Source: an optimization exercise on an open RTL-to-GDS flow (aim: small area, a short achievable clock period and few clock cycles). Production flows keep margins and buffers that such runs may drop. Where RTL was checked, it was by simulation tests only, not by an equivalence proof against the original. Power and IR drop assume default switching activity.

==> flow/design.v (excerpt) <==
module mm2s_cmd_gen
#(
  parameter int CORE_INSTR_WIDTH = 64,
  parameter int CORE_CMD_WIDTH   = 80
) (
  input  logic                        clk,
  input  logic                        rst_n,
  input  logic [CORE_INSTR_WIDTH-1:0] s_axis_mm2s_instr_tdata,
  input  logic                        s_axis_mm2s_instr_tvalid,
  output logic                        s_axis_mm2s_instr_tready,
  output logic [CORE_CMD_WIDTH-1:0]   m_axis_mm2s_cmd_tdata,
  output logic                        m_axis_mm2s_cmd_tvalid,
  input  logic                        m_axis_mm2s_cmd_tready
);
==> flow/config.mk <==
export PLATFORM = sky130hd
export DESIGN_NAME = mm2s_cmd_gen
export DESIGN_NICKNAME = mm2s_cmd_gen
export VERILOG_FILES = /design/flow/design.v
export SDC_FILE = /design/flow/constraint.sdc
export NUM_CORES = 4
export LEC_CHECK = 0
export CAP_MARGIN = 20
export CORE_MARGIN = 2
export CORE_UTILIZATION = 40
export CTS_BUF_LIST = sky130_fd_sc_hd__clkbuf_8
export CTS_CLUSTER_DIAMETER = 50
export CTS_CLUSTER_SIZE = 12
export PLACE_DENSITY = 0.8
export SLEW_MARGIN = 20
==> flow/constraint.sdc <==
create_clock -name core_clock -period 11.0 [get_ports {clk}]
set_input_delay 2.2000 -clock core_clock [delete_from_list [all_inputs] [get_ports {clk}]]
set_output_delay 2.2000 -clock core_clock [all_outputs]
set_load 0.01 [all_outputs]
standard.sh (not shown) runs the stock make flow with config.mk's settings and CLKGATE_MAP_FILE= SYNTH_SCRIPT=/design/flow/synth_recipe.tcl, a recipe that flattens the netlist after the stock synthesis.
==> flow/flow/run.sh <==
#!/bin/bash
# Standard layout, with timing repair aiming at 6.2 ns below the clock period.
set -euo pipefail
bash standard.sh SETUP_SLACK_MARGIN=6.2 finish > standard_flow.log 2>&1
Testbench counts at the start, summed over its fixed seeds: cycles 12,595.
Rerun with:
==> flow/flow/run.sh (replaced) <==
#!/bin/bash
# Standard layout, with timing repair aiming at 6 ns below the clock period.
set -euo pipefail
bash standard.sh SETUP_SLACK_MARGIN=6 finish > standard_flow.log 2>&1
Settings changed: CORE_UTILIZATION 40 to 60, CTS_BUF_LIST sky130_fd_sc_hd__clkbuf_8 to default, CTS_CLUSTER_DIAMETER 50 to default, CTS_CLUSTER_SIZE 12 to default, PLACE_DENSITY 0.8 to default.
Result: The new run passed the timing, design-rule and antenna checks. Global-route usage went up by 15 points. Design area went down by 0.88%. Hold slack is worse by 0.012 ns. Register-to-register slack is worse by 0.07 ns. Sequential power stays flat. Combinational power went down by 6.3%. Final cell count went down by 7.6%. Total power went down by 1.3%. Non-clock buffer count went down by 10. Synthesized cell count is unchanged.
Rerun with:
==> flow/flow/run.sh (replaced) <==
#!/bin/bash
# Standard layout, with timing repair aiming at 5.7 ns below the clock period.
set -euo pipefail
bash standard.sh SETUP_SLACK_MARGIN=5.7 finish > standard_flow.log 2>&1
Settings changed: CORE_UTILIZATION 60 to 40.
What happened: The new run completed without violations; routed wire length climbs by 0.42%; synthesized cell count is unchanged; via count drops by 5.0%; global-route usage drops by 14 points; hold slack is worse by 0.0088 ns; final area drops by 0.77%; power drops by 7.0%; utilization drops by 24 points; clock power climbs by about 10%; combinational power drops by 14%; register-to-register slack is better by 0.04 ns.
Rerun with:
==> flow/flow/run.sh (replaced) <==
#!/bin/bash
# Standard layout, with timing repair aiming at 6 ns below the clock period.
set -euo pipefail
bash standard.sh SETUP_SLACK_MARGIN=6 finish > standard_flow.log 2>&1
The new run completed without violations.
Register-to-register slack is better by 0.12 ns.
Worst hold slack loses 0.0074 ns.
Routed wire length went up by 0.55%.


mm2s_cmd_gen again, from the RTL that the note above started with.
Settings: LEC_CHECK=0, CAP_MARGIN=5, CORE_MARGIN=2, CORE_UTILIZATION=40, CTS_BUF_LIST=sky130_fd_sc_hd__clkbuf_8, CTS_CLUSTER_DIAMETER=50, CTS_CLUSTER_SIZE=12, SLEW_MARGIN=5; clock period 11.0 ns.
==> flow/flow/run.sh <==
#!/bin/bash
# Standard layout, with timing repair aiming at 6 ns below the clock period.
set -euo pipefail
bash standard.sh SETUP_SLACK_MARGIN=6 finish > standard_flow.log 2>&1
Testbench counts at the start, summed over its fixed seeds: cycles 12,595.
Change:
--- a/flow/config.mk
+++ b/flow/config.mk
@@ -6,5 +6,5 @@
 export NUM_CORES = 4
 export LEC_CHECK = 0
-export CAP_MARGIN = 5
+export CAP_MARGIN = 20
 export CORE_MARGIN = 2
 export CORE_UTILIZATION = 40
@@ -12,3 +12,4 @@
 export CTS_CLUSTER_DIAMETER = 50
 export CTS_CLUSTER_SIZE = 12
-export SLEW_MARGIN = 5
+export PLACE_DENSITY = 0.9
+export SLEW_MARGIN = 20
Area after synthesis does not change.
Maximum frequency decreases slightly.
Setup slack loses 0.099 ns.


Setup of run a:
mm2s_cmd_gen, a different RTL version from the one above (not shown whole).
For scale: about 2500 cells after synthesis, ~27000 µm² of cells after synthesis.
make LEC_CHECK=0 CAP_MARGIN=20 CORE_MARGIN=2 CORE_UTILIZATION=40 SLEW_MARGIN=20 finish   # period 11.0 ns
run.sh (not shown) runs the stock make flow with config.mk's settings and CLKGATE_MAP_FILE= SYNTH_SCRIPT=/design/flow/synth_recipe.tcl, a recipe that flattens the netlist after the stock synthesis.
Stock flow here: none of the scripts above is used.
Per the final summary, run a finished and its layout is clean on timing, DRC and antenna.
Testbench counts of run a, summed over its fixed seeds: cycles 13,383.
## Diff of input files: run b against run a
- putting SETUP_SLACK_MARGIN at 5 where nothing was set
==> comparison <==
- Against run a, run b comes in 1.6 points higher on combinational group share of total power.
- Comparing the two runs side by side, run b comes out behind run a on wire length of the first global-routing pass.
- Compared with run a, in run b fmax now larger; switching share of total power now larger; area of all placed cells without fillers now larger; via count of the routed design now larger; routing usage on met2 now larger.
- Looking only at transition time of the tightest slew-check pin, and setting everything else aside, the higher value of run a and run b goes to run b.
- Going from run a to run b, fraction of layout cells with a size suffix above 1 grows by 2.1 points.
- Power share of the clock group (higher): run a
- Run a and run b ended up with nearly the same global-route usage.


RTL: one of the versions met above, not the one the previous note started from.
Size in the first run: roughly 150 I/O pins, ~0.027 mm2 of cells after synthesis.
==> flow/config.mk <==
export PLATFORM = sky130hd
export DESIGN_NAME = mm2s_cmd_gen
export DESIGN_NICKNAME = mm2s_cmd_gen
export VERILOG_FILES = /design/flow/design.v
export SDC_FILE = /design/flow/constraint.sdc
export NUM_CORES = 4
export LEC_CHECK = 0
export CAP_MARGIN = 20
export CORE_MARGIN = 2
export CORE_UTILIZATION = 40
export CTS_BUF_LIST = sky130_fd_sc_hd__clkbuf_8
export CTS_CLUSTER_DIAMETER = 50
export CTS_CLUSTER_SIZE = 12
export SLEW_MARGIN = 20
==> flow/constraint.sdc <==
create_clock -name core_clock -period 11.0 [get_ports {clk}]
set_input_delay 2.2000 -clock core_clock [delete_from_list [all_inputs] [get_ports {clk}]]
set_output_delay 2.2000 -clock core_clock [all_outputs]
set_load 0.01 [all_outputs]
standard.sh (not shown) runs the stock make flow with config.mk's settings and CLKGATE_MAP_FILE= SYNTH_SCRIPT=/design/flow/synth_recipe.tcl, a recipe that flattens the netlist after the stock synthesis.
Scripts as last shown in full above: flow/flow/run.sh
Testbench counts at the start, summed over its fixed seeds: cycles 12,595.
Next try:
ABC_AREA = 1   (was default)
PLACE_DENSITY = 0.8   (was default)
What happened: The changed run completed without violations; die area climbs by 3.0%; routed wire length rose by 1.7%; sequential cell count is unchanged; cell count goes up by 15%; design area barely changes; hold slack got worse by 0.047 ns; synthesized area went up by 3.0%; non-clock buffer count came out lower by 62; maximum frequency goes up by 2.5%; setup slack gets better by 0.13 ns; via count rose by 12%.
Next try:
ABC_AREA = default   (was 1)
Outcome: The changed run passed the timing, design-rule and antenna checks. Worst setup slack degrades by 0.036 ns. Clock-buffer cell count falls by 6. Synthesized area falls by a few percent. Total power rises by a few percent. Via count falls by roughly a tenth. Die area falls by a few percent. Clock power falls by roughly a tenth. Core utilization rises by 0.85 points. Clock skew rises by 0.019 ns. Sequential cell count is unchanged.
Next try:
TNS_END_PERCENT = 5   (was default)
After rerunning:
- die area stays the same
- maximum frequency drops by 3.0%
- cell count hardly moves
- clock power barely changes
- cell area drops by 1.3%
- utilization drops by 0.62 points


run B:
mm2s_cmd_gen, a different RTL version from the one above (not shown whole).
For scale: ~2400 cells after synthesis, about 360 flip-flops.
export LEC_CHECK = 0
export CAP_MARGIN = 20
export CORE_MARGIN = 2
export CORE_UTILIZATION = 40
export SLEW_MARGIN = 20
create_clock -name core_clock -period 11.0 [get_ports {clk}]
run.sh (not shown) runs the stock make flow with config.mk's settings and CLKGATE_MAP_FILE= SYNTH_SCRIPT=/design/flow/synth_recipe.tcl, a recipe that flattens the netlist after the stock synthesis.
Stock flow here: none of the scripts above is used.
Run B completed every stage of the flow, and the final layout passed the timing, design-rule and antenna checks.
Edits applied to the flow inputs when going from run B to run E:
Settings: SETUP_SLACK_MARGIN newly set to 5; ABC_CLOCK_PERIOD_IN_PS newly set to 4000.
In the flow results for run E and run B, the post-route clock period utilization is smaller on run E. Part of the power in combinational logic: run E > run B. In the metrics for run E and run B, the one carrying the lower via count is run B. Measured against each other, run E and run B differ in total wire length after detailed routing, the lower figure coming from run B. Compare run E and run B | number of gates resized after cts higher: run E. Number of buffer and inverter stages on the critical path came out higher on run E than on run B. Power per cell area in run E is 3.4 mW/mm^2 above run B.
Function was not checked in any run of this note: the RTL went through the layout flow alone.


run 1:
Another version of the RTL of mm2s_cmd_gen (not shown whole).
Size in the first run: roughly 2900 cells after synthesis, roughly 150 I/O pins, ~0.027 mm² of cells after synthesis.
export LEC_CHECK = 0
export CAP_MARGIN = 20
export CORE_MARGIN = 2
export CORE_UTILIZATION = 40
export CTS_BUF_LIST = sky130_fd_sc_hd__clkbuf_8
export CTS_CLUSTER_DIAMETER = 50
export CTS_CLUSTER_SIZE = 12
export PLACE_DENSITY = 0.8
export SLEW_MARGIN = 20
create_clock -name core_clock -period 11.0 [get_ports {clk}]
standard.sh (not shown) runs the stock make flow with config.mk's settings and CLKGATE_MAP_FILE= SYNTH_SCRIPT=/design/flow/synth_recipe.tcl, a recipe that flattens the netlist after the stock synthesis.
==> flow/flow/run.sh <==
#!/bin/bash
# Standard layout, with timing repair aiming at 5.8 ns below the clock period.
set -euo pipefail
bash standard.sh SETUP_SLACK_MARGIN=5.8 finish > standard_flow.log 2>&1
[inputs] run 2 vs run 1
Settings: TNS_END_PERCENT: unset -> 5.
==> flow/flow/run.sh <==
#!/bin/bash
# Standard layout, with timing repair aiming at 6 ns below the clock period.
set -euo pipefail
bash standard.sh SETUP_SLACK_MARGIN=6 finish > standard_flow.log 2>&1
--- outcome ---
Both conditions hold for run 2: the flow ran to the end and the final layout passed the timing, design-rule and antenna checks.
Fraction of power consumed by the clock network, run 2 and run 1, lower one = run 2.
Per the comparison of run 2 with run 1, non-clock buffering overhead in the final layout moved up; count of plain and timing-repair buffers moved up.
Run 1 has lower highest cell delay on the worst timing path than run 2.
Layout clock buffer count: higher on run 1
The worst setup slack reported for run 2 is greater than that of run 1 by 0.094 ns.
Run 2 and run 1 ended up with nearly the same cell area.
Diff run 1 -> run 2: maximum frequency went up by about 1.8%; sequential cell area was more or less identical.
The inputs of run 3 differ from those of run 2 as listed below.
Settings: TNS_END_PERCENT removed (was 5); ABC_AREA newly set to 1.
Results
Compare run 3 and run 2 | xor/xnor share of the synthesized area lower: run 3. Lower routed metal-1 wirelength among run 3 and run 2: run 2. Of run 3 and run 2, the run reporting the higher worst slew margin relative to its limit was run 3. Diff run 2 -> run 3: multiplexer share of the synthesized area has decreased, detailed-placement wirelength estimate has increased, wire length has increased, share of total power in combinational logic has decreased, via count has increased. Going from run 2 to run 3, area of the die higher, number of stages on the worst setup path higher. Across both runs, global routing usage on met2 was higher for run 3 than for run 2.
Setup changes, run 3 to run 4
Settings: clearing ABC_AREA, which used to be 1.
==> run summary <==
- Changes observed in run 4 relative to run 3: routed wire length on met2 has decreased, met3 layer wire length in the routed design has decreased, detail-routed via count per cell has increased, critical path depth has decreased.
No run of this note included a check of the RTL's function; only the layout flow was run.

## port drivers added, routing unchanged
Ports are ideal in the flow. The routed layouts listed here were re-timed in OpenROAD. Step 1, drivers: a clkbuf_16 drives clk and a buf_2 each remaining input, both assumed. Step 2 moves the port delays by t, midway between the first and last clock arrival at a register: inputs arrive t later, outputs are due t later. That takes back most of the time a late clock gives input paths. Slacks: ideal ports / drivers / drivers and shift; pairs: ideal ports / drivers.
run | t, ns | slack for setup (ns) | worst setup path after step 2 | clock arrival spread, ns | slew at the worst register clock pin (ns)
the first run of note 1 | 0.726 | 5.809 / 5.809 / 5.595 | input to register | 0.040 / 0.041 | 0.09 / 0.09
the second run of note 1 | 0.640 | 5.743 / 5.743 / 5.544 | input to register | 0.033 / 0.034 | 0.08 / 0.08
the third run of note 1 | 0.664 | 5.779 / 5.779 / 5.185 | input to register | 0.035 / 0.036 | 0.07 / 0.07
the fourth run of note 1 | 0.661 | 5.903 / 5.903 / 5.547 | input to register | 0.047 / 0.047 | 0.07 / 0.07
the first run of note 2 | 0.757 | 5.897 / 5.897 / 5.448 | input to register | 0.052 / 0.052 | 0.09 / 0.09
the second run of note 2 | 0.720 | 5.798 / 5.798 / 5.371 | input to register | 0.038 / 0.039 | 0.10 / 0.10
run a of note 3 | 0.655 | 4.168 / 4.168 / 4.168 | register to register | 0.025 / 0.025 | 0.07 / 0.07
run b of note 3 | 0.654 | 5.117 / 5.117 / 5.117 | register to register | 0.023 / 0.022 | 0.07 / 0.07
the first run of note 4 | 0.757 | 5.897 / 5.897 / 5.448 | input to register | 0.052 / 0.052 | 0.09 / 0.09
the second run of note 4 | 0.744 | 6.024 / 6.024 / 5.361 | input to register | 0.028 / 0.027 | 0.09 / 0.09
the third run of note 4 | 0.718 | 5.988 / 5.988 / 5.409 | input to register | 0.045 / 0.045 | 0.09 / 0.09
the fourth run of note 4 | 0.718 | 5.835 / 5.835 / 5.350 | input to register | 0.037 / 0.037 | 0.09 / 0.09
run B of note 5 | 0.627 | 2.393 / 2.393 / 2.393 | register to register | 0.020 / 0.020 | 0.06 / 0.06
run E of note 5 | 0.631 | 3.888 / 3.888 / 3.888 | register to register | 0.024 / 0.023 | 0.07 / 0.07
run 1 | 0.740 | 5.743 / 5.743 / 5.214 | input to register | 0.048 / 0.047 | 0.09 / 0.09
run 2 | 0.702 | 5.837 / 5.837 / 5.230 | input to register | 0.048 / 0.048 | 0.09 / 0.09
run 3 | 0.720 | 5.941 / 5.941 / 5.447 | input to register | 0.052 / 0.052 | 0.09 / 0.09
run 4 | 0.715 | 5.808 / 5.808 / 5.472 | input to register | 0.040 / 0.040 | 0.09 / 0.09
After both steps every run listed still meets setup and hold. The setup slack of the second run of note 4, which loses most, moves by 0.000 ns with the drivers and by -0.663 ns with both steps.
